Context: an optimization exercise on an open-source flow, tuned for small area. The choices shown serve that exercise and are no tape-out recipe.
The RTL was checked by simulation tests, not by an equivalence proof against the original design.
No activity file was given, so power comes from the tool's default toggle rates.

File: design/flow/design.v
package sidPkg;
  typedef enum logic [1:0] {
    modeBypass   = 2'd0,   
    modeLowpass  = 2'd1,   
    modeHighpass = 2'd2    
  } filterMode_t;
  typedef logic signed [15:0] sample_t;   
  typedef logic signed [16:0] wide_t;     
  typedef logic signed [11:0] voice_t;    
  function automatic wide_t satWide(input logic signed [17:0] x);
    if (x[17] != x[16]) begin
      satWide = x[17] ? 17'h10000 : 17'h0ffff;   
    end else begin
      satWide = x[16:0];
    end
  endfunction
endpackage
`timescale 1ns/1ps
module sidAudioPath (
  input  logic                   clk,
  input  logic                   rst,
  input  logic                   sampleValid,
  input  sidPkg::voice_t         voice0,
  input  sidPkg::voice_t         voice1,
  input  sidPkg::voice_t         voice2,
  input  logic [7:0]             env0,
  input  logic [7:0]             env1,
  input  logic [7:0]             env2,
  input  logic [3-1:0] filterRoute,
  input  sidPkg::filterMode_t    mode,
  input  logic [15:0]            coef,
  input  logic [3:0]             volume,
  output sidPkg::sample_t        audioOut,
  output logic                   audioValid
);
  logic [11:0] v0, v1, v2;
  logic [7:0]  e0, e1, e2;    
  logic [2:0]  route;
  logic        busy;
  logic [4:0]  step;
  logic signed [15:0] H;      
  logic signed [17:0] acc;    
  logic signed [15:0] lp;     
  logic [1:0] nF;             
  logic [4:0] xStep, pStep, dRel;
  logic       inF, inFilt, isP, inD, inVol, isVoice;
  logic       opFirst, accStep, filtLast, cStep;
  logic [1:0] ord;            
  logic [2:0] grp;            
  logic [1:0] vIdx;
  logic [2:0] filtPair;
  logic [2:0] rt;             
  assign rt      = (filterRoute & {3{sampleValid}}) | (route & {3{~sampleValid}});
  assign nF      = {1'b0, rt[0]} + {1'b0, rt[1]} + {1'b0, rt[2]};
  assign xStep   = {1'b0, nF, 2'b00};
  assign pStep   = xStep + 5'd9;
  assign dRel    = step - xStep - 5'd10;
  assign inF     = step < xStep;
  assign inFilt  = (step > xStep) && (step < pStep);
  assign isP     = step == pStep;
  assign inD     = (step > pStep) && (step < 5'd22);
  assign inVol   = step >= 5'd22;
  assign isVoice = inF | inD;
  assign cStep   = step == pStep + 5'd1;
  assign filtLast = step == pStep - 5'd1;
  assign accStep = ((step[1:0] == 2'd0) && (step != 5'd0) && (step <= xStep)) ||
                   ((dRel[1:0] == 2'd0) && (step >= pStep + 5'd5) && (step <= 5'd22));
  assign ord     = inF ? step[3:2] : dRel[3:2];
  assign grp     = inF ? rt : ~rt;
  assign opFirst = (inF & (step[1:0] == 2'd0)) | (inD & (dRel[1:0] == 2'd0)) |
                   (step == xStep + 5'd1) | (step == 5'd22);
  assign filtPair = step[2:0] - 3'd1 - {nF[0], 2'b00};   
  always_comb begin
    case (ord)
      2'd0:    vIdx = grp[0] ? 2'd0 : (grp[1] ? 2'd1 : 2'd2);
      2'd1:    vIdx = (grp[0] & grp[1]) ? 2'd1 : 2'd2;
      default: vIdx = 2'd2;
    endcase
  end
  logic signed [17:0] aOp, bOp, sum, res;
  logic               cin, zero, clipOn;
  logic signed [15:0] clip;
  assign zero   = rst | sampleValid;
  assign clipOn = ~accStep | inVol;
  always_comb begin
    aOp = (isP | zero) ? {{2{lp[15]}}, lp} : acc;
    bOp = '0;
    cin = 1'b0;
    if (zero | inFilt) begin
      bOp = ~{{2{lp[15]}}, lp};
      cin = 1'b1;
    end else if (accStep | isP) begin
      bOp = {{2{H[15]}}, H};
    end
  end
  rca #(18) aluAdd (.a(aOp), .b(bOp), .cin(cin), .s(sum));
  always_comb begin
    if (clipOn && !sum[17] && (sum[16] || sum[15]))      res = 18'sh07fff;
    else if (clipOn && sum[17] && !(sum[16] && sum[15])) res = -18'sh08000;
    else                                                 res = sum;
  end
  assign clip = res[15:0];
  logic [11:0]        vSel;
  logic [7:0]         eSel;
  logic signed [15:0] M;
  logic [1:0]         bits;
  logic signed [15:0] hEff;
  logic signed [17:0] mExt, row1, engSum;
  logic signed [15:0] engOut;
  logic [11:0] v0n, v1n, v2n;
  logic [7:0]  e0n, e1n, e2n;
  assign v0n = (voice0 & {12{sampleValid}}) | (v0 & {12{~sampleValid}});
  assign v1n = (voice1 & {12{sampleValid}}) | (v1 & {12{~sampleValid}});
  assign v2n = (voice2 & {12{sampleValid}}) | (v2 & {12{~sampleValid}});
  assign e0n = sampleValid ? {env0[1:0], env0[7:2]} : {e0[1:0], e0[7:2]};
  assign e1n = sampleValid ? {env1[1:0], env1[7:2]} : {e1[1:0], e1[7:2]};
  assign e2n = sampleValid ? {env2[1:0], env2[7:2]} : {e2[1:0], e2[7:2]};
  always_comb begin
    case (vIdx)
      2'd0:    begin vSel = v0n; eSel = e0n; end
      2'd1:    begin vSel = v1n; eSel = e1n; end
      default: begin vSel = v2n; eSel = e2n; end
    endcase
  end
  always_comb begin
    if (inF)         bits = eSel[7:6];
    else if (inD)    bits = eSel[3:2];            
    else if (inFilt) bits = coef[2*filtPair +: 2];
    else if (inVol)  bits = step[0] ? volume[3:2] : volume[1:0];
    else             bits = 2'b00;
  end
  assign M      = isVoice ? {vSel, 4'b0000} : clip;
  assign hEff   = opFirst ? 16'sd0 : H;
  assign mExt   = {{2{M[15]}}, M};
  rca #(18) engAdd1 (.a({{2{hEff[15]}}, hEff}), .b(bits[0] ? mExt : 18'sd0), .cin(1'b0), .s(row1));
  rca #(18) engAdd2 (.a(row1), .b(bits[1] ? {mExt[16:0], 1'b0} : 18'sd0), .cin(1'b0), .s(engSum));
  assign engOut = engSum[17:2];
  always_ff @(posedge clk) begin
    v0    <= v0n;
    v1    <= v1n;
    v2    <= v2n;
    route <= rt;
    e0    <= e0n;
    e1    <= e1n;
    e2    <= e2n;
    H <= engOut;
  end
  always_ff @(posedge clk) begin
    if (sampleValid | accStep | (filtLast & (mode == 2'd2)) | (isP & (mode == 2'd1)) |
        (cStep & (mode[0] == mode[1]))) begin
      acc <= res;
    end
  end
  always_ff @(posedge clk) begin
    if (rst) begin
      busy       <= 1'b0;
      step       <= '0;
      audioValid <= 1'b0;
    end else begin
      audioValid <= busy & (step == 5'd23);
      if (sampleValid) begin
        busy <= 1'b1;
        step <= 5'd1;
      end else if (busy) begin
        if (step == 5'd23) begin
          busy <= 1'b0;
          step <= '0;
        end else begin
          step <= step + 5'd1;
        end
      end
    end
  end
  always_ff @(posedge clk) begin
    if (rst | (busy & isP)) lp <= clip;
  end
  assign audioOut = H;
endmodule
module rca #(parameter int W = 16) (
  input  logic [W-1:0] a,
  input  logic [W-1:0] b,
  input  logic         cin,
  output logic [W-1:0] s
);
  logic [W:0] c;
  assign c[0] = cin;
  for (genvar i = 0; i < W; i++) begin : gBit
    assign s[i]   = a[i] ^ b[i] ^ c[i];
    assign c[i+1] = (a[i] & b[i]) | (a[i] & c[i]) | (b[i] & c[i]);
  end
endmodule
File: design/flow/flow/run.sh
#!/bin/bash
# Standard ORFS layout (standard.sh) with two placement/CTS arguments changed:
#  - port buffers use the smallest buffer, sky130_fd_sc_hd__buf_1 (every port is still buffered)
#  - clock tree synthesis with clkbuf_4 and without dummy loads
set -euo pipefail
export BUFFER_PORTS_ARGS="-buffer_cell sky130_fd_sc_hd__buf_1"
export CTS_ARGS="-sink_clustering_enable -repair_clock_nets -buf_list {sky130_fd_sc_hd__clkbuf_4 sky130_fd_sc_hd__clkbuf_8} -dont_use_dummy_load"
bash standard.sh finish > flow_make.log 2>&1
File: design/flow/standard.sh
#!/bin/bash
# synth_recipe.tcl (not shown) runs the flow's synth.tcl, then flattens the netlist and writes it again
# the make line also repeats each setting of config.mk as NAME=value (left out here)
make -C /OpenROAD-flow-scripts/flow DESIGN_CONFIG=/design/flow/config.mk WORK_HOME=/design/flow/orfs CLKGATE_MAP_FILE= SYNTH_SCRIPT=/design/flow/synth_recipe.tcl "${@:-finish}"
File: design/flow/config.mk
export PLATFORM = sky130hd
export DESIGN_NAME = sidAudioPath
export DESIGN_NICKNAME = sidAudioPath
export VERILOG_FILES = /design/flow/design.v
export SDC_FILE = /design/flow/constraint.sdc
export NUM_CORES = 4
export LEC_CHECK = 0
export CAP_MARGIN = 0
export CORE_MARGIN = 2
export CORE_UTILIZATION = 40
export CTS_BUF_LIST = sky130_fd_sc_hd__clkbuf_4
export SLEW_MARGIN = 0
File: design/flow/constraint.sdc
create_clock -name core_clock -period 25.0 [get_ports {clk}]
set_input_delay 5.0000 -clock core_clock [delete_from_list [all_inputs] [get_ports {clk}]]
set_output_delay 5.0000 -clock core_clock [all_outputs]
set_load 0.01 [all_outputs]
==> metrics.yaml, run 1 <==
min_path:
  min_path_type: "flop to flop"
  min_delay_path_depth: 1
grt:
  grt_start_max_net_pins: 61
  grt_antenna_before_repair: 0
  grt_first_pass_wirelength_um: 26400
  grt_pass1_vias: 5309
  grt_overflow: 0
  grt_util_all_layers_pct: 18.5
place:
  hpwl_um: 12700
  globalplace.congestion: 0.873
  port_buffers: 104
job:
  max-cap-violations: 0
worst_setup_path:
  critical-path-slowest-cell: "sky130_fd_sc_hd__fa_1"
  slowest_delay_ps: 630
  worstRegToRegCells: 56
  crit_arrival_ps: 22900
  critical_path_peak_fanout: 21
  critical_path.endpoint_type: "flop"
  crit_required_ps: 25310
  worst_path_most_repeated_cell: "sky130_fd_sc_hd__fa_1"
  worstSetupStartpointType: "primary input"
  worstSetupPathType: "primary input to flop"
timing:
  maxSlewViolCount: 0
  timing.final.setup_violations: 0
  top_achievable_clock_speed_ghz: 0.0443
  setup_tns_ps: 0
  timing.slew.headroom_pct: 35.2
  finalClockSkew_ps: 26.9
  rsz_0062_raised_after_global_routing: "no"
  finalCritPeriodShare_pct: 90.4
  period_needed_ps: 22600
  timing_hold_violations_final: 0
  worstMarginPinSlew_ps: 962
power_and_ir_drop:
  ir_worst_vdd_mv: 0.0687
  power.share.switching_pct: 43.5
  seqPwrFrac_pct: 31.7
  share_clk_of_total_power_pct: 11.6
  power_switching_mw: 0.470
  power.leakage_nw: 3.11
  power-per-cell-area_nw_per_um2: 137
  power.internal_mw: 0.610
  combinational_power_share_pct: 56.7
  p_total_mw: 1.08
route:
  drt_drc_violations_left: 0
  met3_length_um: 909
  via_per_inst: 5.15
  detailed_router_s_first_iteration_violation_count: 266
  detail-route-antenna-nets: 0
  routed-via-count: 4974
  m1WireLength_um: 7110
  drt-wirelength-per-cell_um: 16.8
  route.met2.wl_um: 8070
  dr.pass1.iters: 5
  top_layer: "met4"
  detailed_route_wire_length_um: 16200
clocking:
  clock_insertion_delay_worst_skew_ps: 430
  clock_path_buffers: 2
  ctsRootBufferMaster: "sky130_fd_sc_hd__clkbuf_8"
  postCtsSetupRepairBufs: 0
  clock_tree.htree_level_count: 4
  clock_tree_from_tritoncts: "done"
  cts.reportedPaths.clkPinSlew_ps: 70
  post_cts_hold_buffer_count: 0
  cts-buffers-inserted: 17
  ctsResizeCount: 0
  numClockSinks: 120
final_layout:
  antennaDiodeCount: 0
  post_route_cells_drive_above_1_share_pct: 16.5
  multi_input_area_sq_um: 3960
  layout.filler_cells: 1667
  area_growth_pct: 11.4
  finish.net_count: 899
  sequential_standard_cell_area_sq_um: 2740
floorplanning:
  io_pins: 105
  die_area_sq_um: 18700
  die_height_um: 137
  floorplan.core_area_sq_um: 17300
  floorplan.rows: 48
  die_wd_um: 137
  initial_utilization_pct: 40.8
logic_synthesis:
  yosys_warnings: 1
  syn_area_sq_um: 7060
  post_synth_num_cell_types: 74
  post_synth_inst_count: 641
  synth.net_count: 797
  synth-seq-area-share_pct: 38.8
  syn_avg_cell_area_sq_um: 11.0
  ys_ff_latch: 120
  synth-edff-count: 34
  post_synth_top_flop: "sky130_fd_sc_hd__dfxtp_1"
  async_reset_ff_share_pct: 0
run_status:
  status: "no timing/DRC/antenna violations"
==> per-layer routing <==
layer / vias up / track usage (%)
li1: 2396 / -
met1: 2454 / 23.3
met2: 114 / 31.1
met3: 10 / 5.19
met4: 0 / 5.10
met5: - / 0
==> cells by family after synthesis <==
group	Yosys count	share of synthesized area, %
AOI/OAI and AO/OA	107	10.7
xor gates and xnor gates	9	1.44
adders and majority gates	68	17.3
buffers and inverters	82	5.10
DFF	120	38.8
muxes	95	15.6
and+or+nand+nor	160	11.1
==> power groups by stage <==
stage,logic [mW],clock network [mW],registers [mW]
after floorplan,0.465,0,0.339
after global placement,0.590,0,0.346
after detailed placement,0.618,0,0.347
after CTS,0.622,0.130,0.344
after global routing,0.705,0.137,0.349
final,0.612,0.125,0.342
==> worst max-delay path: cells and delay by family <==
family | cells | cell delay, ps
xor gates and xnor gates | 3 | 430
and+or+nand+nor | 2 | 280
muxes | 1 | 350
buffers and inverters | 8 | 830
adders and majority gates | 36 | 13860
AOI/OAI and AO/OA | 7 | 2150
==> flip-flops by register name (all words and copies together), names as in the netlist <==
| name | count |
|---|---|
| acc | 18 |
| H | 16 |
| lp | 16 |
| v0 | 12 |
| v1 | 12 |
| v2 | 12 |
| e0 | 8 |
| e1 | 8 |
| e2 | 8 |
| step | 5 |
| route | 3 |
| audioValid | 1 |
| busy | 1 |
==> cell usage after synthesis, types with 6 or more instances <==
master / number / area, sq um
sky130_fd_sc_hd__edfxtp_1: 34 / 1020
sky130_fd_sc_hd__o21ai_0: 19 / 95.1
sky130_fd_sc_hd__nand2_1: 75 / 282
sky130_fd_sc_hd__buf_2: 13 / 65.1
sky130_fd_sc_hd__a21o_1: 6 / 45.0
sky130_fd_sc_hd__nand3_1: 9 / 45.0
sky130_fd_sc_hd__nand2b_1: 18 / 113
sky130_fd_sc_hd__mux2i_1: 22 / 220
sky130_fd_sc_hd__a21oi_1: 45 / 225
sky130_fd_sc_hd__mux2_2: 68 / 766
sky130_fd_sc_hd__ha_1: 19 / 238
sky130_fd_sc_hd__fa_1: 49 / 981
sky130_fd_sc_hd__dfxtp_1: 86 / 1720
sky130_fd_sc_hd__clkbuf_1: 8 / 30.0
sky130_fd_sc_hd__inv_1: 52 / 195
sky130_fd_sc_hd__nor2_1: 21 / 78.8
sky130_fd_sc_hd__and2_1: 6 / 37.5
==> layout by cell type (no fill, tap or decap), types with 5 or more instances in the layout <==
cell | netlist | layout
sky130_fd_sc_hd__nand2_1 | 75 | 75
sky130_fd_sc_hd__mux2_2 | 68 | 68
sky130_fd_sc_hd__a21o_1 | 6 | 6
sky130_fd_sc_hd__nand3_1 | 9 | 9
sky130_fd_sc_hd__buf_4 | 1 | 8
sky130_fd_sc_hd__mux2i_1 | 22 | 22
sky130_fd_sc_hd__a21oi_1 | 45 | 45
sky130_fd_sc_hd__clkbuf_8 | 0 | 17
sky130_fd_sc_hd__buf_1 | 3 | 103
sky130_fd_sc_hd__dfxtp_1 | 86 | 86
sky130_fd_sc_hd__ha_1 | 19 | 19
sky130_fd_sc_hd__nand2b_1 | 18 | 18
sky130_fd_sc_hd__edfxtp_1 | 34 | 34
sky130_fd_sc_hd__o21ai_0 | 19 | 18
sky130_fd_sc_hd__fa_1 | 49 | 49
sky130_fd_sc_hd__xnor2_1 | 5 | 5
sky130_fd_sc_hd__nor2_1 | 21 | 21
sky130_fd_sc_hd__inv_1 | 52 | 52
sky130_fd_sc_hd__and2_1 | 6 | 6
==> through the flow <==
step                cell area (sq um)  setup WS [ps]  util (%)  hold slack, ps  std cells
floorplan                        7060           2490         -             421        641
global placement                 7630           2530      44.1             438        949
detailed placement               7630           2030      44.1             444        949
CTS                              7870           2480      45.5             455        966
global route                     7870           1630      45.5             469        966
finish                           7870           2400      45.5             457        966
==> cell type report <==
cell class	instances	share of cell area (%)
multi-input cells	439	50.3
inverters	53	2.56
repair buffers	112	5.74
flip-flops and latches	120	34.9
well taps	225	3.58
clock buffers	17	2.97
==> final timing paths <==
check	to	from	slack [ps]
setup reg to reg	H[15]$_DFF_P_	route[1]$_DFF_P_	6940
setup / recovery	H[15]$_DFF_P_	sampleValid	2400
hold reg to reg	e1[4]$_DFF_P_	e1[6]$_DFF_P_	460
hold / removal	e1[4]$_DFF_P_	e1[6]$_DFF_P_	460
==> run 2, diff against run 1 <==
==> design/flow/flow/run.sh (replaced) <==
#!/bin/bash
# Standard ORFS layout (standard.sh) with two placement/CTS arguments changed:
#  - port buffers use the smallest buffer, sky130_fd_sc_hd__buf_1 (every port is still buffered)
#  - clock tree synthesis with clkbuf_4 and without dummy loads
set -euo pipefail
export BUFFER_PORTS_ARGS="-buffer_cell sky130_fd_sc_hd__buf_1"
export CTS_ARGS="-sink_clustering_enable -repair_clock_nets -buf_list sky130_fd_sc_hd__clkbuf_8 -dont_use_dummy_load"
bash standard.sh finish > flow_make.log 2>&1
==> metrics.yaml, run 2 <==
run_status:
  status: "no timing/DRC/antenna violations"
floorplanning:
  floorplan.rows: 48
  floorplan.core_area_sq_um: 17300
  io_pins: 105
  die_area_sq_um: 18700
  initial_utilization_pct: 40.8
  die_wd_um: 137
  die_height_um: 137
logic_synthesis:
  ys_ff_latch: 120
  yosys.cell_count.top_type: "sky130_fd_sc_hd__dfxtp_1"
  synth_simple_gate_area_share_pct: 11.1
  synthAdderAreaFrac_pct: 17.3
  post_synth_inst_count: 641
  synth_common_cells: "86 x sky130_fd_sc_hd__dfxtp_1, 75 x sky130_fd_sc_hd__nand2_1, 68 x sky130_fd_sc_hd__mux2_2"
  post_synth_num_cell_types: 74
  post-synth-top-area-fraction_pct: 24.4
  async_reset_ff_share_pct: 0
  synth-edff-count: 34
  syn_area_sq_um: 7060
  syn_avg_cell_area_sq_um: 11.0
  post_synth_mux_area_share_pct: 15.6
  synth.net_count: 797
  synth-compound-area-share_pct: 10.7
  post_synth_top_flop: "sky130_fd_sc_hd__dfxtp_1"
  synth.area.top_cells: "sky130_fd_sc_hd__dfxtp_1 24%, sky130_fd_sc_hd__edfxtp_1 14%, sky130_fd_sc_hd__fa_1 14%"
  yosysTopAreaCell: "sky130_fd_sc_hd__dfxtp_1"
  synth_top_family_by_area: "adder cells"
  yosys_warnings: 1
  synth-seq-area-share_pct: 38.8
  yosys.area_share.xor_xnor_pct: 1.44
timing:
  finalClockSkew_ps: 26.9
  rsz_0062_raised_after_global_routing: "no"
  maxSlewViolCount: 0
  timing.slew.headroom_pct: 35.2
  worstMarginPinSlew_ps: 962
  setup_tns_ps: 0
  timing_hold_violations_final: 0
  period_needed_ps: 22600
  finalCritPeriodShare_pct: 90.4
  hold_ws_ps: 457
  top_achievable_clock_speed_ghz: 0.0443
  timing.final.setup_violations: 0
worst_setup_path:
  critical_path_peak_fanout: 21
  cp-startpoint: "sampleValid"
  worstSetupStartpointType: "primary input"
  crit_arrival_ps: 22900
  worstReg2RegEnd: "H[15]$_DFF_P_"
  critical-path-slowest-cell: "sky130_fd_sc_hd__fa_1"
  slowest_delay_ps: 630
  critical_path.endpoint: "H[15]$_DFF_P_"
  worst_path_most_repeated_cell: "sky130_fd_sc_hd__fa_1"
  critical_path.endpoint_type: "flop"
  crit_required_ps: 25310
  worstRegToRegCells: 56
  r2r_setup_slack_ps: 6940
  worstSetupPathType: "primary input to flop"
  regToRegStartpoint: "route[1]$_DFF_P_"
grt:
  grt_util_all_layers_pct: 18.5
  grt_start_max_net_pins: 61
  grt_overflow: 0
  grt_antenna_before_repair: 0
  grt_pass1_vias: 5309
  grt_first_pass_wirelength_um: 26400
final_layout:
  post_route_cells_drive_above_1_share_pct: 16.5
  finish.net_count: 899
  biggestRegsByFlops: "acc: 18 flops, H: 16 flops, lp: 16 flops"
  number_of_flip_flops_under_the_largest_register_name: 18
  multi_input_area_sq_um: 3960
  top_register: "acc"
  sequential_standard_cell_area_sq_um: 2740
  area_growth_pct: 11.4
  antennaDiodeCount: 0
  most_used_cells_in_the_layout_excluding_fill_and_tap_cells: "103 x sky130_fd_sc_hd__buf_1, 86 x sky130_fd_sc_hd__dfxtp_1, 75 x sky130_fd_sc_hd__nand2_1, 68 x sky130_fd_sc_hd__mux2_2, 52 x sky130_fd_sc_hd__inv_1"
  layout.filler_cells: 1667
  layout_commonest_cell: "sky130_fd_sc_hd__buf_1"
  finalNonFillerCells: 966
  final_area_sq_um: 7870
route:
  drt-wirelength-per-cell_um: 16.8
  detailed_router_s_first_iteration_violation_count: 266
  drt_drc_violations_left: 0
  via_per_inst: 5.15
  routed-via-count: 4974
  detailed_route_wire_length_um: 16200
  dr.pass1.iters: 5
  detail-route-antenna-nets: 0
job:
  max-cap-violations: 0
power_and_ir_drop:
  power.leakage_nw: 3.11
  power-per-cell-area_nw_per_um2: 137
  ir_worst_vdd_mv: 0.0687
place:
  dpl.cell_count: 949
  hpwl_um: 12700
  area_post_placement_sq_um: 7630
  port_buffers: 104
  globalplace.congestion: 0.873
clocking:
  cts-buffers-inserted: 17
  postCtsSetupRepairBufs: 0
  post_cts_hold_buffer_count: 0
  numClockSinks: 120
  clock_tree_from_tritoncts: "done"
  clock_tree.htree_level_count: 4
  clock_insertion_delay_worst_skew_ps: 430
  ctsResizeCount: 0
  ctsRootBufferMaster: "sky130_fd_sc_hd__clkbuf_8"
  clock_path_buffers: 2
  cts.reportedPaths.clkPinSlew_ps: 70
min_path:
  min_path_type: "flop to flop"
run 2: cell counts in the layout (fill, tap and decap cells not counted):
Identical to the previous run, type by type.
run 2: area by class of cell:
cell class | instances | share of cell area [%]
Multi-Input combinational cell | 439 | 50.3
Sequential cell | 120 | 34.9
Timing Repair Buffer | 112 | 5.74
Tap cell | 225 | 3.58
Clock buffer | 17 | 2.97
Inverter | 53 | 2.56
run 2: worst min-delay path by stage:
stage / end / from / cells past startpoint
global placement: e2[4]$_DFF_P_ / e2[6]$_DFF_P_ / 1
finish: e1[4]$_DFF_P_ / e1[6]$_DFF_P_ / 1
global route: e0[5]$_DFF_P_ / e0[7]$_DFF_P_ / 1
detailed placement: e1[4]$_DFF_P_ / e1[6]$_DFF_P_ / 1
floorplan: e0[7]$_DFF_P_ / e0[1]$_DFF_P_ / 2
CTS: e0[5]$_DFF_P_ / e0[7]$_DFF_P_ / 1
run 2: through the flow:
stage	utilization (%)	power (mW)	setup WS (ps)
floorplan	-	0.804	2490
global placement	44.1	0.936	2530
detailed placement	44.1	0.965	2030
CTS	45.5	1.09	2480
global route	45.5	1.19	1630
finish	45.5	1.08	2400
run 2: cell families after synthesis:
family,Yosys count
and+or+nand+nor,160
AOI/OAI and AO/OA,107
muxes,95
buffers and inverters,82
xor gates and xnor gates,9
DFF,120
adders and majority gates,68
run 2: routing by layer:
metal,GRT usage [%],vias to the layer above,wire (um)
li1,-,2396,-
met1,23.3,2454,7110
met2,31.1,114,8070
met3,5.19,10,909
met4,5.10,0,128
met5,0,-,0
run 2: power breakdown:
group          switching [mW]  internal [mW]
clock network          0.0655         0.0596
logic                   0.373          0.239
registers              0.0310          0.311
run 2: critical path, delay by kind of cell:
kind / cells / cell delay (ps)
buffers and inverters: 8 / 830
AOI/OAI and AO/OA: 7 / 2150
muxes: 1 / 350
adders and majority gates: 36 / 13860
xor gates and xnor gates: 3 / 430
and+or+nand+nor: 2 / 280
==> run 3, diff against run 2 <==
--- a/design/flow/design.v
+++ b/design/flow/design.v
@@ -36,46 +36,66 @@
   logic [11:0] v0, v1, v2;
   logic [7:0]  e0, e1, e2;    
   logic [2:0]  route;
-  logic        busy;
-  logic [4:0]  step;
   logic signed [15:0] H;      
   logic signed [17:0] acc;    
   logic signed [15:0] lp;     
-  logic [1:0] nF;             
-  logic [4:0] xStep, pStep, dRel;
-  logic       inF, inFilt, isP, inD, inVol, isVoice;
-  logic       opFirst, accStep, filtLast, cStep;
-  logic [1:0] ord;            
-  logic [2:0] grp;            
+  logic [4:0] c, ce;          
+  logic       half, busy, accPend, cPend;
+  logic [2:0] rt;             
+  logic [1:0] nDin, nF;
+  logic [2:0] grp;
   logic [1:0] vIdx;
+  logic       inF, isX, inFilt, isP, inD, inVol, isVoice;
+  logic       opFirst, voiceLast, accStep, filtLast, cStep;
   logic [2:0] filtPair;
-  logic [2:0] rt;             
   assign rt      = (filterRoute & {3{sampleValid}}) | (route & {3{~sampleValid}});
-  assign nF      = {1'b0, rt[0]} + {1'b0, rt[1]} + {1'b0, rt[2]};
-  assign xStep   = {1'b0, nF, 2'b00};
-  assign pStep   = xStep + 5'd9;
-  assign dRel    = step - xStep - 5'd10;
-  assign inF     = step < xStep;
-  assign inFilt  = (step > xStep) && (step < pStep);
-  assign isP     = step == pStep;
-  assign inD     = (step > pStep) && (step < 5'd22);
-  assign inVol   = step >= 5'd22;
+  assign nDin    = {1'b0, ~filterRoute[0]} + {1'b0, ~filterRoute[1]} + {1'b0, ~filterRoute[2]};
+  assign nF      = {1'b0, route[0]} + {1'b0, route[1]} + {1'b0, route[2]};
+  assign ce      = {c[4], c[3:2] | (nDin & {2{sampleValid}}), c[1:0]};
+  assign inF     = ~half & ~ce[4] & ~(ce[3] & ce[2]);
+  assign isX     = ~half & (ce == 5'd12);
+  assign inFilt  = ~half & (ce >= 5'd13) & (ce <= 5'd20);
+  assign isP     = ~half & (ce == 5'd21);
+  assign inD     = half & ~(ce[4] & ce[3] & ce[2]);
+  assign inVol   = half & ce[4] & ce[3] & ce[2];
   assign isVoice = inF | inD;
-  assign cStep   = step == pStep + 5'd1;
-  assign filtLast = step == pStep - 5'd1;
-  assign accStep = ((step[1:0] == 2'd0) && (step != 5'd0) && (step <= xStep)) ||
-                   ((dRel[1:0] == 2'd0) && (step >= pStep + 5'd5) && (step <= 5'd22));
-  assign ord     = inF ? step[3:2] : dRel[3:2];
-  assign grp     = inF ? rt : ~rt;
-  assign opFirst = (inF & (step[1:0] == 2'd0)) | (inD & (dRel[1:0] == 2'd0)) |
-                   (step == xStep + 5'd1) | (step == 5'd22);
-  assign filtPair = step[2:0] - 3'd1 - {nF[0], 2'b00};   
+  assign opFirst = (isVoice & (ce[1:0] == 2'd0)) | (~half & (ce == 5'd13)) | (half & (ce == 5'd28));
+  assign voiceLast = isVoice & (ce[1:0] == 2'd3);
+  assign accStep = accPend;
+  assign cStep   = cPend;
+  assign filtLast = ~half & (ce == 5'd20);
+  assign filtPair = ce[2:0] + 3'd3;    
+  assign grp = half ? ~route : rt;
   always_comb begin
-    case (ord)
-      2'd0:    vIdx = grp[0] ? 2'd0 : (grp[1] ? 2'd1 : 2'd2);
-      2'd1:    vIdx = (grp[0] & grp[1]) ? 2'd1 : 2'd2;
-      default: vIdx = 2'd2;
+    case (ce[3:2])
+      2'd2:    vIdx = grp[2] ? 2'd2 : (grp[1] ? 2'd1 : 2'd0);
+      2'd1:    vIdx = (grp[2] & grp[1]) ? 2'd1 : 2'd0;
+      default: vIdx = 2'd0;
     endcase
+  end
+  always_ff @(posedge clk) begin
+    if (rst) begin
+      c    <= '0;
+      half <= 1'b0;
+      busy <= 1'b0;
+    end else if (busy | sampleValid) begin
+      busy <= 1'b1;
+      c    <= ce + 5'd1;
+      if (isP) begin
+        c    <= {1'b1, nF, 2'b00};
+        half <= 1'b1;
+      end
+      if (half & (ce == 5'd29)) begin
+        c    <= '0;
+        half <= 1'b0;
+        busy <= 1'b0;
+      end
+    end
+  end
+  always_ff @(posedge clk) begin
+    accPend    <= voiceLast;
+    cPend      <= isP;
+    audioValid <= ~rst & busy & half & (ce == 5'd29);
   end
   logic signed [17:0] aOp, bOp, sum, res;
   logic               cin, zero, clipOn;
@@ -126,7 +146,7 @@
     if (inF)         bits = eSel[7:6];
     else if (inD)    bits = eSel[3:2];            
     else if (inFilt) bits = coef[2*filtPair +: 2];
-    else if (inVol)  bits = step[0] ? volume[3:2] : volume[1:0];
+    else if (inVol)  bits = ce[0] ? volume[3:2] : volume[1:0];
     else             bits = 2'b00;
   end
   assign M      = isVoice ? {vSel, 4'b0000} : clip;
@@ -152,27 +172,7 @@
     end
   end
   always_ff @(posedge clk) begin
-    if (rst) begin
-      busy       <= 1'b0;
-      step       <= '0;
-      audioValid <= 1'b0;
-    end else begin
-      audioValid <= busy & (step == 5'd23);
-      if (sampleValid) begin
-        busy <= 1'b1;
-        step <= 5'd1;
-      end else if (busy) begin
-        if (step == 5'd23) begin
-          busy <= 1'b0;
-          step <= '0;
-        end else begin
-          step <= step + 5'd1;
-        end
-      end
-    end
-  end
-  always_ff @(posedge clk) begin
-    if (rst | (busy & isP)) lp <= clip;
+    if (rst | isP) lp <= clip;
   end
   assign audioOut = H;
 endmodule
==> design/flow/flow/run.sh (replaced) <==
#!/bin/bash
# Standard ORFS layout (standard.sh) with two placement/CTS arguments changed:
#  - port buffers use the smallest buffer, sky130_fd_sc_hd__buf_1 (every port is still buffered)
#  - clock tree synthesis with a clkbuf_8 root, clkbuf_4 leaves and no dummy loads
set -euo pipefail
export BUFFER_PORTS_ARGS="-buffer_cell sky130_fd_sc_hd__buf_1"
export CTS_ARGS="-sink_clustering_enable -repair_clock_nets -root_buf sky130_fd_sc_hd__clkbuf_8 -buf_list sky130_fd_sc_hd__clkbuf_4 -dont_use_dummy_load"
bash standard.sh finish > flow_make.log 2>&1
--- a/design/flow/config.mk
+++ b/design/flow/config.mk
@@ -8,5 +8,5 @@
 export CAP_MARGIN = 0
 export CORE_MARGIN = 2
 export CORE_UTILIZATION = 40
-export CTS_BUF_LIST = sky130_fd_sc_hd__clkbuf_4
+export GPL_TIMING_DRIVEN = 0
 export SLEW_MARGIN = 0
==> metrics.yaml, run 3 <==
logic_synthesis:
  syn_avg_cell_area_sq_um: 10.6
  post_synth_top_flop: "sky130_fd_sc_hd__dfxtp_1"
  ys_ff_latch: 123
  synth_common_cells: "88 x sky130_fd_sc_hd__dfxtp_1, 62 x sky130_fd_sc_hd__mux2_2, 59 x sky130_fd_sc_hd__inv_1"
  post-synth-top-area-fraction_pct: 25.0
  post_synth_num_cell_types: 61
  synth.area.top_cells: "sky130_fd_sc_hd__dfxtp_1 25%, sky130_fd_sc_hd__edfxtp_1 15%, sky130_fd_sc_hd__fa_1 14%"
  syn_area_sq_um: 7050
  synth-seq-area-share_pct: 39.9
  synth-edff-count: 35
  yosysTopAreaCell: "sky130_fd_sc_hd__dfxtp_1"
  synth.net_count: 808
  yosys_warnings: 1
  async_reset_ff_share_pct: 0
  yosys.cell_count.top_type: "sky130_fd_sc_hd__dfxtp_1"
  post_synth_inst_count: 662
power_and_ir_drop:
  ir_worst_vdd_mv: 0.0586
  p_total_mw: 1.01
  power-per-cell-area_nw_per_um2: 129
  power.leakage_nw: 2.98
floorplanning:
  floorplan.core_area_sq_um: 17200
  floorplan.rows: 48
  die_wd_um: 137
  die_height_um: 137
  io_pins: 105
  initial_utilization_pct: 40.9
  die_area_sq_um: 18700
worst_setup_path:
  critical_path_peak_fanout: 10
  crit_required_ps: 25270
  critical_path.endpoint_type: "flop"
  worstSetupPathType: "primary input to flop"
  worstSetupStartpointType: "primary input"
  crit_arrival_ps: 23890
  slowest_delay_ps: 570
  critical-path-slowest-cell: "sky130_fd_sc_hd__fa_1"
  worst_path_most_repeated_cell: "sky130_fd_sc_hd__fa_1"
clocking:
  numClockSinks: 123
  clock_tree.htree_level_count: 4
  clock_insertion_delay_worst_skew_ps: 410
  ctsResizeCount: 0
  ctsRootBufferMaster: "sky130_fd_sc_hd__clkbuf_8"
  postCtsSetupRepairBufs: 0
  cts.reportedPaths.clkPinSlew_ps: 80
  clock_tree_from_tritoncts: "done"
  cts-buffers-inserted: 17
  post_cts_hold_buffer_count: 0
  clock_path_buffers: 2
timing:
  worstMarginPinSlew_ps: 944
  setup_slack_ps: 1380
  finalCritPeriodShare_pct: 94.5
  timing.slew.headroom_pct: 37.1
  timing.final.setup_violations: 0
  rsz_0062_raised_after_global_routing: "no"
  timing_hold_violations_final: 0
  setup_tns_ps: 0
  hold_ws_ps: 465
  top_achievable_clock_speed_ghz: 0.0423
  maxSlewViolCount: 0
  period_needed_ps: 23620
  finalClockSkew_ps: 31.3
grt:
  grt_antenna_before_repair: 0
  grt_pass1_vias: 5566
  grt_overflow: 0
  grt_first_pass_wirelength_um: 28500
  grt_util_all_layers_pct: 20.0
  grt_start_max_net_pins: 17
route:
  detailed_router_s_first_iteration_violation_count: 298
  routed-via-count: 5367
  drt_drc_violations_left: 0
  via_per_inst: 5.32
  dr.pass1.iters: 5
  drt-wirelength-per-cell_um: 17.6
  detail-route-antenna-nets: 0
  detailed_route_wire_length_um: 17700
place:
  hpwl_um: 13800
  dpl.cell_count: 991
  port_buffers: 103
  globalplace.congestion: 0.859
  worst_setup_slack_after_placement_ps: 945
final_layout:
  finalNonFillerCells: 1008
  area_growth_pct: 11.8
  biggestRegsByFlops: "acc: 18 flops, H: 16 flops, lp: 16 flops"
  top_register: "acc"
  finish.net_count: 931
  sequential_standard_cell_area_sq_um: 2810
  post_route_cells_drive_above_1_share_pct: 13.3
  layout_commonest_cell: "sky130_fd_sc_hd__buf_1"
  layout.filler_cells: 1624
  multi_input_area_sq_um: 3850
  number_of_flip_flops_under_the_largest_register_name: 18
  antennaDiodeCount: 0
  most_used_cells_in_the_layout_excluding_fill_and_tap_cells: "108 x sky130_fd_sc_hd__buf_1, 88 x sky130_fd_sc_hd__dfxtp_1, 62 x sky130_fd_sc_hd__mux2_2, 59 x sky130_fd_sc_hd__inv_1, 52 x sky130_fd_sc_hd__o21ai_0"
job:
  max-cap-violations: 0
min_path:
  min_path_type: "flop to flop"
run_status:
  status: "no timing/DRC/antenna violations"
run 3: cell types whose count changed in the layout (fill, tap and decap cells not counted), sizes merged, moves of 8 or more:
cell | before | now
nand3 | 9 | 20
ha | 19 | 9
clkbuf | 17 | 39
a311o | 0 | 20
o21ai | 19 | 58
and2 | 6 | 18
nand2b | 18 | 7
a21oi | 47 | 27
buf | 112 | 120
nand2 | 78 | 49
run 3: final timing paths:
path                      from       endpoint  slack [ps]  cells after the start
max             filterRoute[0]  H[15]$_DFF_P_        1380                     56
min              v1[6]$_DFF_P_  v1[6]$_DFF_P_         460                      2
max reg2reg  c[2]$_SDFFE_PP0P_  H[15]$_DFF_P_        6150                     55
min reg2reg      v1[6]$_DFF_P_  v1[6]$_DFF_P_         460                      2
run 3: kinds of logic after synthesis:
group                    synth area share (%)
AO/OA/AOI/OAI                            13.1
XOR/XNOR                                 1.01
adder cells (fa/ha/maj)                  15.5
buffers and inverters                    5.63
flip-flops                               39.9
multiplexers                             14.1
AND/OR/NAND/NOR                          10.7
run 3: power breakdown:
group          switching (mW)  leakage, nW  internal [mW]  total (mW)
logic                   0.358         1.83          0.217       0.574
registers              0.0276         1.08          0.316       0.344
clock network          0.0632       0.0808         0.0333      0.0965
total                   0.449         2.98          0.566        1.01
run 3: stage by stage:
stage          util (%)  cell area (sq um)
2_1_floorplan         -               7050
3_3_place_gp       44.8               7720
3_5_place_dp       44.9               7740
4_1_cts            45.7               7880
5_1_grt            45.7               7880
6_report           45.7               7880
run 3: layer usage:
layer	GRT usage (%)	routed length (um)	up-vias
met2	33.8	8740	160
met5	0	0	-
li1	-	-	2559
met4	5.56	207	0
met1	26.0	7850	2631
met3	4.04	906	17
run 3: critical path: cells and delay by family:
family | cells | cell delay [ps]
simple gates | 3 | 530
fa+ha+maj | 36 | 15100
buf+inv | 7 | 1110
xor+xnor | 4 | 710
compound gates | 6 | 1410
run 3: area by class of cell:
cell class,instances,area share [%]
Clock buffer,17,1.70
Sequential cell,123,35.7
Timing Repair Buffer,104,5.10
Multi-Input combinational cell,442,48.9
Tap cell,225,3.57
Inverter,59,2.81
Buffer,38,2.22
==> run 4, diff against run 3 <==
--- a/design/flow/config.mk
+++ b/design/flow/config.mk
@@ -8,5 +8,5 @@
 export CAP_MARGIN = 0
 export CORE_MARGIN = 2
 export CORE_UTILIZATION = 40
-export GPL_TIMING_DRIVEN = 0
+export CTS_BUF_LIST = sky130_fd_sc_hd__clkbuf_4
 export SLEW_MARGIN = 0
==> metrics.yaml, run 4 <==
logic_synthesis:
  post_synth_top_flop: "sky130_fd_sc_hd__dfxtp_1"
  yosys_warnings: 1
  yosysTopAreaCell: "sky130_fd_sc_hd__dfxtp_1"
  syn_avg_cell_area_sq_um: 10.6
  syn_area_sq_um: 7050
  post_synth_inst_count: 662
  post-synth-top-area-fraction_pct: 25.0
  synth-edff-count: 35
  synth-seq-area-share_pct: 39.9
  async_reset_ff_share_pct: 0
  synth.net_count: 808
  post_synth_num_cell_types: 61
  synth.area.top_cells: "sky130_fd_sc_hd__dfxtp_1 25%, sky130_fd_sc_hd__edfxtp_1 15%, sky130_fd_sc_hd__fa_1 14%"
  ys_ff_latch: 123
  synth_common_cells: "88 x sky130_fd_sc_hd__dfxtp_1, 62 x sky130_fd_sc_hd__mux2_2, 59 x sky130_fd_sc_hd__inv_1"
  yosys.cell_count.top_type: "sky130_fd_sc_hd__dfxtp_1"
grt:
  grt_start_max_net_pins: 45
  grt_overflow: 0
  grt_antenna_before_repair: 0
  grt_util_all_layers_pct: 19.1
  grt_pass1_vias: 5554
  grt_first_pass_wirelength_um: 27600
worst_setup_path:
  critical_path.endpoint_type: "flop"
  crit_arrival_ps: 23130
  slowest_delay_ps: 570
  worstSetupStartpointType: "primary input"
  cp_num_buf_inv: 7
  critical-path-slowest-cell: "sky130_fd_sc_hd__fa_1"
  crit_required_ps: 25340
  worstSetupPathType: "primary input to flop"
  cp_top_family: "adder cells"
  worst_path_most_repeated_cell: "sky130_fd_sc_hd__fa_1"
  critical_path_peak_fanout: 31
clocking:
  clock_insertion_delay_worst_skew_ps: 430
  ctsResizeCount: 0
  cts.reportedPaths.clkPinSlew_ps: 110
  ctsRootBufferMaster: "sky130_fd_sc_hd__clkbuf_8"
  post_cts_hold_buffer_count: 0
  clock_tree_from_tritoncts: "done"
  clock_path_buffers: 2
  postCtsSetupRepairBufs: 0
  cts-buffers-inserted: 17
  clock_tree.htree_level_count: 4
  numClockSinks: 123
place:
  port_buffers: 104
  hpwl_um: 12600
  globalplace.congestion: 0.865
  dpl.cell_count: 965
final_layout:
  antennaDiodeCount: 0
  post_route_cells_drive_above_1_share_pct: 13.7
  top_register: "acc"
  area_growth_pct: 10.3
  number_of_flip_flops_under_the_largest_register_name: 18
  layout_commonest_cell: "sky130_fd_sc_hd__buf_1"
  finalNonFillerCells: 982
  biggestRegsByFlops: "acc: 18 flops, H: 16 flops, lp: 16 flops"
  most_used_cells_in_the_layout_excluding_fill_and_tap_cells: "103 x sky130_fd_sc_hd__buf_1, 88 x sky130_fd_sc_hd__dfxtp_1, 62 x sky130_fd_sc_hd__mux2_2, 59 x sky130_fd_sc_hd__inv_1, 52 x sky130_fd_sc_hd__o21ai_0"
  finish.net_count: 905
timing:
  worstMarginPinSlew_ps: 1040
  rsz_0062_raised_after_global_routing: "no"
  top_achievable_clock_speed_ghz: 0.0439
  timing.final.setup_violations: 0
  finalCritPeriodShare_pct: 91.1
  timing_hold_violations_final: 0
  setup_tns_ps: 0
  maxSlewViolCount: 0
  period_needed_ps: 22790
  finalClockSkew_ps: 36.5
  timing.slew.headroom_pct: 30.9
floorplanning:
  initial_utilization_pct: 40.9
  die_area_sq_um: 18700
  io_pins: 105
  floorplan.core_area_sq_um: 17200
  die_height_um: 137
  floorplan.rows: 48
  die_wd_um: 137
route:
  via_per_inst: 5.34
  m1WireLength_um: 7520
  route.met2.wl_um: 8100
  top_layer: "met4"
  dr.pass1.iters: 5
  detail-route-antenna-nets: 0
  met3_length_um: 811
  drt-wirelength-per-cell_um: 17.1
  routed-via-count: 5248
  detailed_router_s_first_iteration_violation_count: 400
  drt_drc_violations_left: 0
  detailed_route_wire_length_um: 16800
power_and_ir_drop:
  power.leakage_nw: 2.95
  power-per-cell-area_nw_per_um2: 127
  ir_worst_vdd_mv: 0.0794
run_status:
  status: "no timing/DRC/antenna violations"
min_path:
  min_path_type: "flop to flop"
job:
  max-cap-violations: 0
run 4: cell count changes in the layout (fill, tap and decap cells not counted):
cell                       change
sky130_fd_sc_hd__buf_2         -6
sky130_fd_sc_hd__buf_1         -5
sky130_fd_sc_hd__buf_4        +10
sky130_fd_sc_hd__clkbuf_2      -1
sky130_fd_sc_hd__clkbuf_1     -21
sky130_fd_sc_hd__o31ai_4       -1
sky130_fd_sc_hd__buf_8         -1
sky130_fd_sc_hd__o31ai_2       +1
sky130_fd_sc_hd__buf_6         -2
run 4: layout make-up:
cell class	count	area, sq um
Multi-Input combinational cell	442	3840
Tap cell	225	282
Inverter	59	221
Timing Repair Buffer	116	482
Sequential cell	123	2810
Clock buffer	17	134
Fill cell	1639	9460
run 4: path summary, 6_finish.rpt:
check | start | end | slack [ps] | cells after the start
setup / recovery | filterRoute[0] | H[15]$_DFF_P_ | 2210 | 55
setup reg to reg | c[2]$_SDFFE_PP0P_ | H[15]$_DFF_P_ | 7010 | 54
hold reg to reg | e2[6]$_DFF_P_ | e2[4]$_DFF_P_ | 440 | 1
hold / removal | e2[6]$_DFF_P_ | e2[4]$_DFF_P_ | 440 | 1
run 4: report_power, final:
part	internal (mW)	total, mW	leakage (nW)	switching, mW
clock	0.0333	0.0963	0.0808	0.0630
sequential	0.316	0.347	1.08	0.0307
combinational	0.200	0.543	1.80	0.343
run 4: worst reg2reg max path: cells and delay by family, from the launching register on:
kind | cells | cell delay [ps]
adders and majority gates | 35 | 14310
AOI/OAI and AO/OA | 4 | 540
buffers and inverters | 6 | 690
and+or+nand+nor | 5 | 1100
DFF | 1 | 560
xor gates and xnor gates | 4 | 730
run 4: cells by family (layout without fill, tap and decap cells):
logic type	after synthesis	after routing	share of synthesized area, %
buffers and inverters	97	192	5.63
AOI/OAI and AO/OA	140	140	13.1
and+or+nand+nor	150	150	10.7
muxes	88	88	14.1
adders and majority gates	58	58	15.5
xor gates and xnor gates	6	6	1.01
DFF	123	123	39.9
run 4: routing by layer:
| metal | vias to the layer above | track usage (%) |
|---|---|---|
| met1 | 2556 | 24.7 |
| li1 | 2505 | - |
| met3 | 27 | 4.19 |
| met5 | - | 0 |
| met2 | 160 | 31.3 |
| met4 | 0 | 7.70 |
run 4: per-stage QoR:
stage / cell area, sq um / util (%) / hold WS [ps] / setup slack (ps) / total power, mW
6_report: 7770 / 45.1 / 440 / 2210 / 0.987
5_1_grt: 7770 / 45.1 / 472 / 1470 / 1.08
3_3_place_gp: 7640 / 44.3 / 437 / 1940 / 0.869
3_5_place_dp: 7640 / 44.3 / 441 / 1670 / 0.894
4_1_cts: 7770 / 45.1 / 446 / 2130 / 0.993
2_1_floorplan: 7050 / - / 425 / 2550 / 0.757
==> run 5, diff against run 4 <==
--- a/design/flow/design.v
+++ b/design/flow/design.v
@@ -159,7 +159,7 @@
     v0    <= v0n;
     v1    <= v1n;
     v2    <= v2n;
-    route <= rt;
+    if (sampleValid) route <= filterRoute;
     e0    <= e0n;
     e1    <= e1n;
     e2    <= e2n;
==> design/flow/flow/run.sh (replaced) <==
#!/bin/bash
# Standard ORFS layout (standard.sh) with these changes:
#  - synthesis: flow/synth.tcl, the standard flow's synthesis script without the quick ABC pass before the
#    adder extraction and with an area-oriented final ABC
#    mapping (flow/area.abc); flip-flops are mapped before that step, as in the standard one
#  - port buffers use the smallest buffer, sky130_fd_sc_hd__buf_1 (every port is still buffered)
#  - clock tree synthesis with a clkbuf_8 root, clkbuf_4 leaves and no dummy loads
# The make output goes to flow_make.log; ORFS writes each tool's log under orfs/logs/.
set -euo pipefail
here=$(pwd)
export MY_ABC_SCRIPT="$here/flow/area.abc"
export BUFFER_PORTS_ARGS="-buffer_cell sky130_fd_sc_hd__buf_1"
export CTS_ARGS="-sink_clustering_enable -repair_clock_nets -root_buf sky130_fd_sc_hd__clkbuf_8 -buf_list sky130_fd_sc_hd__clkbuf_4 -dont_use_dummy_load"
bash standard.sh SYNTH_SCRIPT="$here/flow/synth.tcl" finish > flow_make.log 2>&1
==> design/flow/flow/area.abc (new file) <==
strash
dch
amap -m -F 8 -A 8
strash
dch
amap -m -F 8 -A 8
topo
dnsize -c
==> design/flow/flow/synth.tcl (new file) <==
# The standard flow's synthesis script (synth_recipe.tcl) with two changes to the combinational mapping:
#  - the fine stage of Yosys's synth runs without its quick ABC pass (-noabc), so that
#    extract_fa still finds the ripple adders' full adders;
#  - the final ABC technology mapping, which runs after the flip-flops are mapped, uses
#    flow/area.abc (area-oriented mapping with amap) in place of ORFS's delay-oriented script.
# The registers (names and cells) are the standard synthesis's.
proc synth {args} {
  if { [lsearch -exact $args fine:] >= 0 } { lappend args -noabc }
  yosys synth -nofsm -noshare {*}$args
}
proc abc {args} {
  set i [lsearch -exact $args -script]
  if { $i >= 0 } { lset args [expr {$i + 1}] $::env(MY_ABC_SCRIPT) }
  yosys abc {*}$args
}
source $::env(SCRIPTS_DIR)/synth.tcl
# left out here: clear keep_hierarchy, flatten, clean up, hide names made inside functions, write 1_2_yosys.v
==> metrics.yaml, run 5 <==
run_status:
  status: "no timing/DRC/antenna violations"
logic_synthesis:
  syn_area_sq_um: 6080
  post_synth_inst_count: 546
  post_synth_top_flop: "sky130_fd_sc_hd__dfxtp_1"
  ys_ff_latch: 123
  synth_common_cells: "86 x sky130_fd_sc_hd__dfxtp_1, 75 x sky130_fd_sc_hd__a22o_1, 62 x sky130_fd_sc_hd__clkinv_1"
  synth.area.top_cells: "sky130_fd_sc_hd__dfxtp_1 28%, sky130_fd_sc_hd__edfxtp_1 18%, sky130_fd_sc_hd__fa_1 16%"
  yosys_warnings: 1
  yosys.area_share.xor_xnor_pct: 0.144
  synth-seq-area-share_pct: 46.6
  synth.net_count: 696
  async_reset_ff_share_pct: 0
  post_synth_mux_area_share_pct: 0
  synth_simple_gate_area_share_pct: 6.92
  synth-edff-count: 37
  yosys.cell_count.top_type: "sky130_fd_sc_hd__dfxtp_1"
  yosysTopAreaCell: "sky130_fd_sc_hd__dfxtp_1"
  synth-compound-area-share_pct: 23.7
  post-synth-top-area-fraction_pct: 28.3
  syn_avg_cell_area_sq_um: 11.1
  post_synth_num_cell_types: 34
  synth_top_family_by_area: "compound AO/OA/AOI/OAI gates"
  synthAdderAreaFrac_pct: 18.8
worst_setup_path:
  critical_path.endpoint_type: "flop"
  crit_required_ps: 25340
  critical-path-slowest-cell: "sky130_fd_sc_hd__fa_1"
  worstReg2RegEnd: "H[15]$_DFF_P_"
  crit_arrival_ps: 24270
  worstSetupPathType: "primary input to flop"
  r2r_setup_slack_ps: 5560
  worst_path_most_repeated_cell: "sky130_fd_sc_hd__fa_1"
  critical_path_peak_fanout: 8
  worstRegToRegCells: 53
  worstSetupStartpointType: "primary input"
  slowest_delay_ps: 510
  regToRegStartpoint: "c[0]$_SDFFE_PP0P_"
min_path:
  min_delay_path_depth: 1
  hold_path.startpoint: "e1[2]$_DFF_P_"
  worst_hold_path.endpoint: "e1[0]$_DFF_P_"
  min_path_type: "flop to flop"
grt:
  gr-usage-met3_pct: 5.78
  grt_util_all_layers_pct: 19.8
  grt_antenna_before_repair: 0
  groute.layer.met2.usage_pct: 31.1
  grt_most_used_layer: "met2"
  grt_start_max_net_pins: 71
  grt_first_pass_wirelength_um: 25100
  grt_overflow: 0
  use_met1_pct: 26.8
  grt_pass1_vias: 4933
timing:
  top_achievable_clock_speed_ghz: 0.0418
  finalCritPeriodShare_pct: 95.7
  setup_slack_ps: 1070
  timing.slew.headroom_pct: 52.2
  finalClockSkew_ps: 25.7
  timing_hold_violations_final: 0
  timing.final.setup_violations: 0
  worstMarginPinSlew_ps: 717
  rsz_0062_raised_after_global_routing: "no"
  period_needed_ps: 23930
  maxSlewViolCount: 0
  setup_tns_ps: 0
floorplanning:
  floorplan.core_area_sq_um: 15000
  die_area_sq_um: 16200
  initial_utilization_pct: 40.4
  floorplan.rows: 45
  die_wd_um: 127
  die_height_um: 127
  io_pins: 105
clocking:
  cts-buffers-inserted: 17
  clock_path_buffers: 2
  numClockSinks: 123
  postCtsSetupRepairBufs: 0
  clock_tree.htree_level_count: 4
  ctsRootBufferMaster: "sky130_fd_sc_hd__clkbuf_8"
  clock_tree_from_tritoncts: "done"
  cts.reportedPaths.clkPinSlew_ps: 100
  post_cts_hold_buffer_count: 0
  clock_insertion_delay_worst_skew_ps: 410
power_and_ir_drop:
  ir_worst_vdd_mv: 0.0471
  power.share.switching_pct: 41.5
  seqPwrFrac_pct: 40.1
  share_clk_of_total_power_pct: 11.5
  combinational_power_share_pct: 48.5
  power-per-cell-area_nw_per_um2: 119
  power_switching_mw: 0.345
  power.leakage_nw: 2.72
  power.internal_mw: 0.485
job:
  max-cap-violations: 0
route:
  dr.pass1.iters: 6
  routed-via-count: 4878
  detailed_route_wire_length_um: 15300
  detailed_router_s_first_iteration_violation_count: 299
  drt_drc_violations_left: 0
  via_per_inst: 5.59
  detail-route-antenna-nets: 0
  drt-wirelength-per-cell_um: 17.6
final_layout:
  post_route_cells_drive_above_1_share_pct: 6.13
  area_growth_pct: 15.1
  biggestRegsByFlops: "acc: 18 flops, H: 16 flops, lp: 16 flops"
  sequential_standard_cell_area_sq_um: 2830
  layout_commonest_cell: "sky130_fd_sc_hd__buf_1"
  finish.net_count: 837
  most_used_cells_in_the_layout_excluding_fill_and_tap_cells: "103 x sky130_fd_sc_hd__buf_1, 86 x sky130_fd_sc_hd__dfxtp_1, 75 x sky130_fd_sc_hd__a22o_1, 61 x sky130_fd_sc_hd__clkinv_1, 58 x sky130_fd_sc_hd__nor2_1"
  antennaDiodeCount: 0
  top_register: "acc"
  number_of_flip_flops_under_the_largest_register_name: 18
  layout.filler_cells: 1425
  multi_input_area_sq_um: 3030
place:
  port_buffers: 104
  globalplace.congestion: 0.903
  hpwl_um: 11200
  worst_setup_slack_after_placement_ps: 478
## run 5: logic make-up (layout without fill, tap and decap cells)
kind of cell | count (synthesis) | count (layout)
buffers and inverters | 62 | 201
DFF | 123 | 123
and+or+nand+nor | 104 | 104
AOI/OAI and AO/OA | 194 | 194
xor gates and xnor gates | 1 | 1
adders and majority gates | 62 | 62
## run 5: stage by stage
step                      total power [mW]  area (sq um)  hold WS, ps  util [%]  std cells
after CTS                            0.839          6990          444      46.5        873
after detailed placement             0.742          6860          427      45.6        856
after global routing                 0.909          7000          475      46.5        873
after global placement               0.726          6860          427      45.6        856
after floorplan                      0.607          6080          419         -        546
final                                0.829          7000          445      46.5        873
## run 5: how the worst max path moves through the flow
| stage | from | to | slack, ps |
|---|---|---|---|
| after global placement | filterRoute[2] | H[15]$_DFF_P_ | 840 |
| after CTS | filterRoute[2] | H[15]$_DFF_P_ | 920 |
| after global routing | filterRoute[2] | H[15]$_DFF_P_ | 10 |
| final | filterRoute[2] | H[15]$_DFF_P_ | 1070 |
| after detailed placement | filterRoute[2] | H[15]$_DFF_P_ | 480 |
| after floorplan | sampleValid | H[15]$_DFF_P_ | 20 |
## run 5: power groups by stage
stage / combinational [mW] / sequential, mW / clock (mW)
after global placement: 0.390 / 0.336 / 0
after floorplan: 0.273 / 0.335 / 0
after CTS: 0.408 / 0.333 / 0.0984
after global routing: 0.465 / 0.338 / 0.106
final: 0.402 / 0.332 / 0.0952
after detailed placement: 0.405 / 0.337 / 0
## run 5: area by class of cell
type | instances | area share (%)
clock buffers | 17 | 1.91
inverters | 62 | 3.34
multi-input cells | 361 | 43.4
flip-flops and latches | 123 | 40.5
well taps | 188 | 3.36
repair buffers | 122 | 7.53
## run 5: metal layers
metal / vias up / share of wire (%) / wire length (um)
li1: 2320 / - / -
met1: 2357 / 45 / 6920
met2: 185 / 46 / 7110
met3: 16 / 7.1 / 1100
met4: 0 / 1.4 / 211
met5: - / 0 / 0
## run 5: timing repair
action	in CTS	in global routing
resized for setup	0	1
hold endpoints to repair	0	0
endpoints found under the setup margin	0	1
## run 5: worst max-delay path, delay by kind of cell
family	cells	cell delay, ps
adders and majority gates	36	15740
xor gates and xnor gates	1	260
AOI/OAI and AO/OA	7	1350
and+or+nand+nor	7	1140
buffers and inverters	5	730
==> run 6, diff against run 5 <==
==> design/flow/flow/area.abc (replaced) <==
strash
dch
amap -m
strash
dch
amap -m
topo
dnsize -c
==> metrics.yaml, run 6 <==
run_status:
  status: "no timing/DRC/antenna violations"
final_layout:
  number_of_flip_flops_under_the_largest_register_name: 18
  post_route_cells_drive_above_1_share_pct: 5.42
  layout_commonest_cell: "sky130_fd_sc_hd__buf_1"
  area_growth_pct: 14.9
  finalNonFillerCells: 926
  most_used_cells_in_the_layout_excluding_fill_and_tap_cells: "103 x sky130_fd_sc_hd__buf_1, 100 x sky130_fd_sc_hd__clkinv_1, 86 x sky130_fd_sc_hd__dfxtp_1, 74 x sky130_fd_sc_hd__o22ai_1, 73 x sky130_fd_sc_hd__nor2_1"
  biggestRegsByFlops: "acc: 18 flops, H: 16 flops, lp: 16 flops"
  top_register: "acc"
  antennaDiodeCount: 0
  final_area_sq_um: 7080
  layout.filler_cells: 1483
  finish.net_count: 890
timing:
  setup_tns_ps: 0
  timing_hold_violations_final: 0
  hold_ws_ps: 427
  timing.final.setup_violations: 0
  finalCritPeriodShare_pct: 96.2
  rsz_0062_raised_after_global_routing: "no"
  top_achievable_clock_speed_ghz: 0.0416
  maxSlewViolCount: 0
  period_needed_ps: 24040
  worstMarginPinSlew_ps: 830
  finalClockSkew_ps: 36.1
  timing.slew.headroom_pct: 44.3
place:
  dpl.cell_count: 909
  hpwl_um: 11500
  globalplace.congestion: 0.886
  area_post_placement_sq_um: 6940
  port_buffers: 104
grt:
  grt_start_max_net_pins: 62
  grt_util_all_layers_pct: 19.7
  grt_pass1_vias: 5063
  grt_overflow: 0
  grt_first_pass_wirelength_um: 25000
  grt_antenna_before_repair: 0
floorplanning:
  die_wd_um: 128
  floorplan.core_area_sq_um: 15100
  die_area_sq_um: 16400
  die_height_um: 128
  io_pins: 105
  initial_utilization_pct: 40.7
  floorplan.rows: 45
clocking:
  clock_path_buffers: 2
  clock_insertion_delay_worst_skew_ps: 410
  post_cts_hold_buffer_count: 0
  cts-buffers-inserted: 17
  ctsRootBufferMaster: "sky130_fd_sc_hd__clkbuf_8"
  numClockSinks: 123
  clock_tree_from_tritoncts: "done"
  postCtsSetupRepairBufs: 0
  clock_tree.htree_level_count: 4
  cts.reportedPaths.clkPinSlew_ps: 120
worst_setup_path:
  crit_required_ps: 25350
  slowest_delay_ps: 620
  critical-path-slowest-cell: "sky130_fd_sc_hd__nor3_2"
  worstSetupPathType: "primary input to flop"
  crit_arrival_ps: 24390
  critical_path_peak_fanout: 15
  worst_path_most_repeated_cell: "sky130_fd_sc_hd__fa_1"
  worstSetupStartpointType: "primary input"
  critical_path.endpoint_type: "flop"
logic_synthesis:
  ys_ff_latch: 123
  synth_common_cells: "101 x sky130_fd_sc_hd__clkinv_1, 86 x sky130_fd_sc_hd__dfxtp_1, 74 x sky130_fd_sc_hd__nor2_1, 74 x sky130_fd_sc_hd__o22ai_1, 49 x sky130_fd_sc_hd__fa_1"
  syn_avg_cell_area_sq_um: 10.3
  yosys_warnings: 1
  post_synth_inst_count: 599
  syn_area_sq_um: 6160
  synth.area.top_cells: "sky130_fd_sc_hd__dfxtp_1 28%, sky130_fd_sc_hd__edfxtp_1 18%, sky130_fd_sc_hd__fa_1 16%"
  synth-seq-area-share_pct: 46.0
  async_reset_ff_share_pct: 0
  synth-edff-count: 37
  yosysTopAreaCell: "sky130_fd_sc_hd__dfxtp_1"
  synth.net_count: 749
  post-synth-top-area-fraction_pct: 27.9
  post_synth_num_cell_types: 33
  yosys.cell_count.top_type: "sky130_fd_sc_hd__clkinv_1"
  post_synth_top_flop: "sky130_fd_sc_hd__dfxtp_1"
route:
  detailed_router_s_first_iteration_violation_count: 240
  routed-via-count: 5070
  drt_drc_violations_left: 0
  drt-wirelength-per-cell_um: 16.8
  detailed_route_wire_length_um: 15500
  detail-route-antenna-nets: 0
  via_per_inst: 5.48
  dr.pass1.iters: 5
min_path:
  min_path_type: "flop to flop"
power_and_ir_drop:
  ir_worst_vdd_mv: 0.0481
  power-per-cell-area_nw_per_um2: 121
  power.leakage_nw: 2.63
job:
  max-cap-violations: 0
run 6: cell count changes after synthesis, sizes merged, moves of 4 or more:
cell and change:
a22o -47, o22ai +40, clkinv +39, a222oi -16
nor2 +15, nand2 -12, a21oi +7, o22a +7
o221ai +5, o32ai +5, a31oi +4, o21ai -4
run 6: kinds of logic (layout without fill, tap and decap cells):
kind of cell,Yosys count,after routing,share of synthesized area [%]
adders and majority gates,62,62,18.6
AOI/OAI and AO/OA,196,196,21.4
buffers and inverters,101,240,6.15
DFF,123,123,46.0
and+or+nand+nor,117,117,7.94
run 6: final cells by class:
cell class / instances / area (sq um) / share of cell area (%)
well taps: 188 / 235 / 3.32
flip-flops and latches: 123 / 2830 / 40.0
clock buffers: 17 / 134 / 1.89
multi-input cells: 375 / 2970 / 41.9
repair buffers: 122 / 527 / 7.44
inverters: 101 / 380 / 5.37
run 6: worst max-delay path: cells and delay by family:
family                     cells  cell delay (ps)
AOI/OAI and AO/OA              7             1570
adders and majority gates     36            15840
buffers and inverters          4              640
and+or+nand+nor                8             1320
run 6: metrics by stage:
stage	util (%)	power, mW	setup WS (ps)
3_5_place_dp	45.8	0.774	84.7
2_1_floorplan	-	0.634	135
6_report	46.7	0.858	959
4_1_cts	46.7	0.872	552
5_1_grt	46.7	0.944	21.9
3_3_place_gp	45.8	0.758	474
run 6: where the power goes:
group	total, mW	switching (mW)	internal, mW	leakage [nW]
Sequential	0.330	0.0254	0.305	1.08
Combinational	0.432	0.270	0.162	1.47
Clock	0.0957	0.0624	0.0333	0.0808
Total	0.858	0.358	0.500	2.63
run 6: final timing paths:
path	startpoint	endpoint	slack, ps	cells past startpoint
max	filterRoute[2]	H[15]$_DFF_P_	960	55
min	e2[6]$_DFF_P_	e2[4]$_DFF_P_	430	1
max reg2reg	c[0]$_SDFFE_PP0P_	H[15]$_DFF_P_	5080	51
min reg2reg	e2[6]$_DFF_P_	e2[4]$_DFF_P_	430	1
run 6: per-layer routing:
metal | vias to the layer above | GRT usage, % | part of all wire (%)
li1 | 2421 | - | -
met1 | 2469 | 24.5 | 43
met2 | 168 | 33.8 | 50
met3 | 12 | 5.05 | 6.8
met4 | 0 | 5.88 | 0.70
met5 | - | 0 | 0
run 6: timing repair:
action | CTS | global route
endpoints found under the setup margin | 0 | 2
gates resized for setup | 0 | 1
hold endpoints to repair | 0 | 0

-- what the ideal ports hide --
The results above use ideal ports. As a check the final layouts listed here were re-extracted and re-timed, cells and wires unchanged. Step 1, drivers: a clkbuf_16 drives clk and a buf_2 each remaining input, both assumed. Step 2 moves the port delays by t, midway between the first and last clock arrival at a register: inputs arrive t later, outputs are due t later. That takes back most of the time a late clock gives input paths. a / b / c = ideal ports / drivers / drivers and shift; a / b = the first two.
run | shift t [ns] | setup WS [ns] | worst setup path at the end | cell pins on the clock port's net
run 1 | 0.458 | 2.404 / 2.422 / 1.964 | input to register | 1
run 2 | 0.458 | 2.404 / 2.422 / 1.964 | input to register | 1
run 3 | 0.438 | 1.384 / 1.395 / 0.957 | input to register | 1
run 4 | 0.443 | 2.213 / 2.226 / 1.783 | input to register | 1
run 5 | 0.444 | 1.072 / 1.090 / 0.646 | input to register | 1
run 6 | 0.433 | 0.959 / 0.973 / 0.539 | input to register | 1
After both steps every run listed still meets setup and hold.
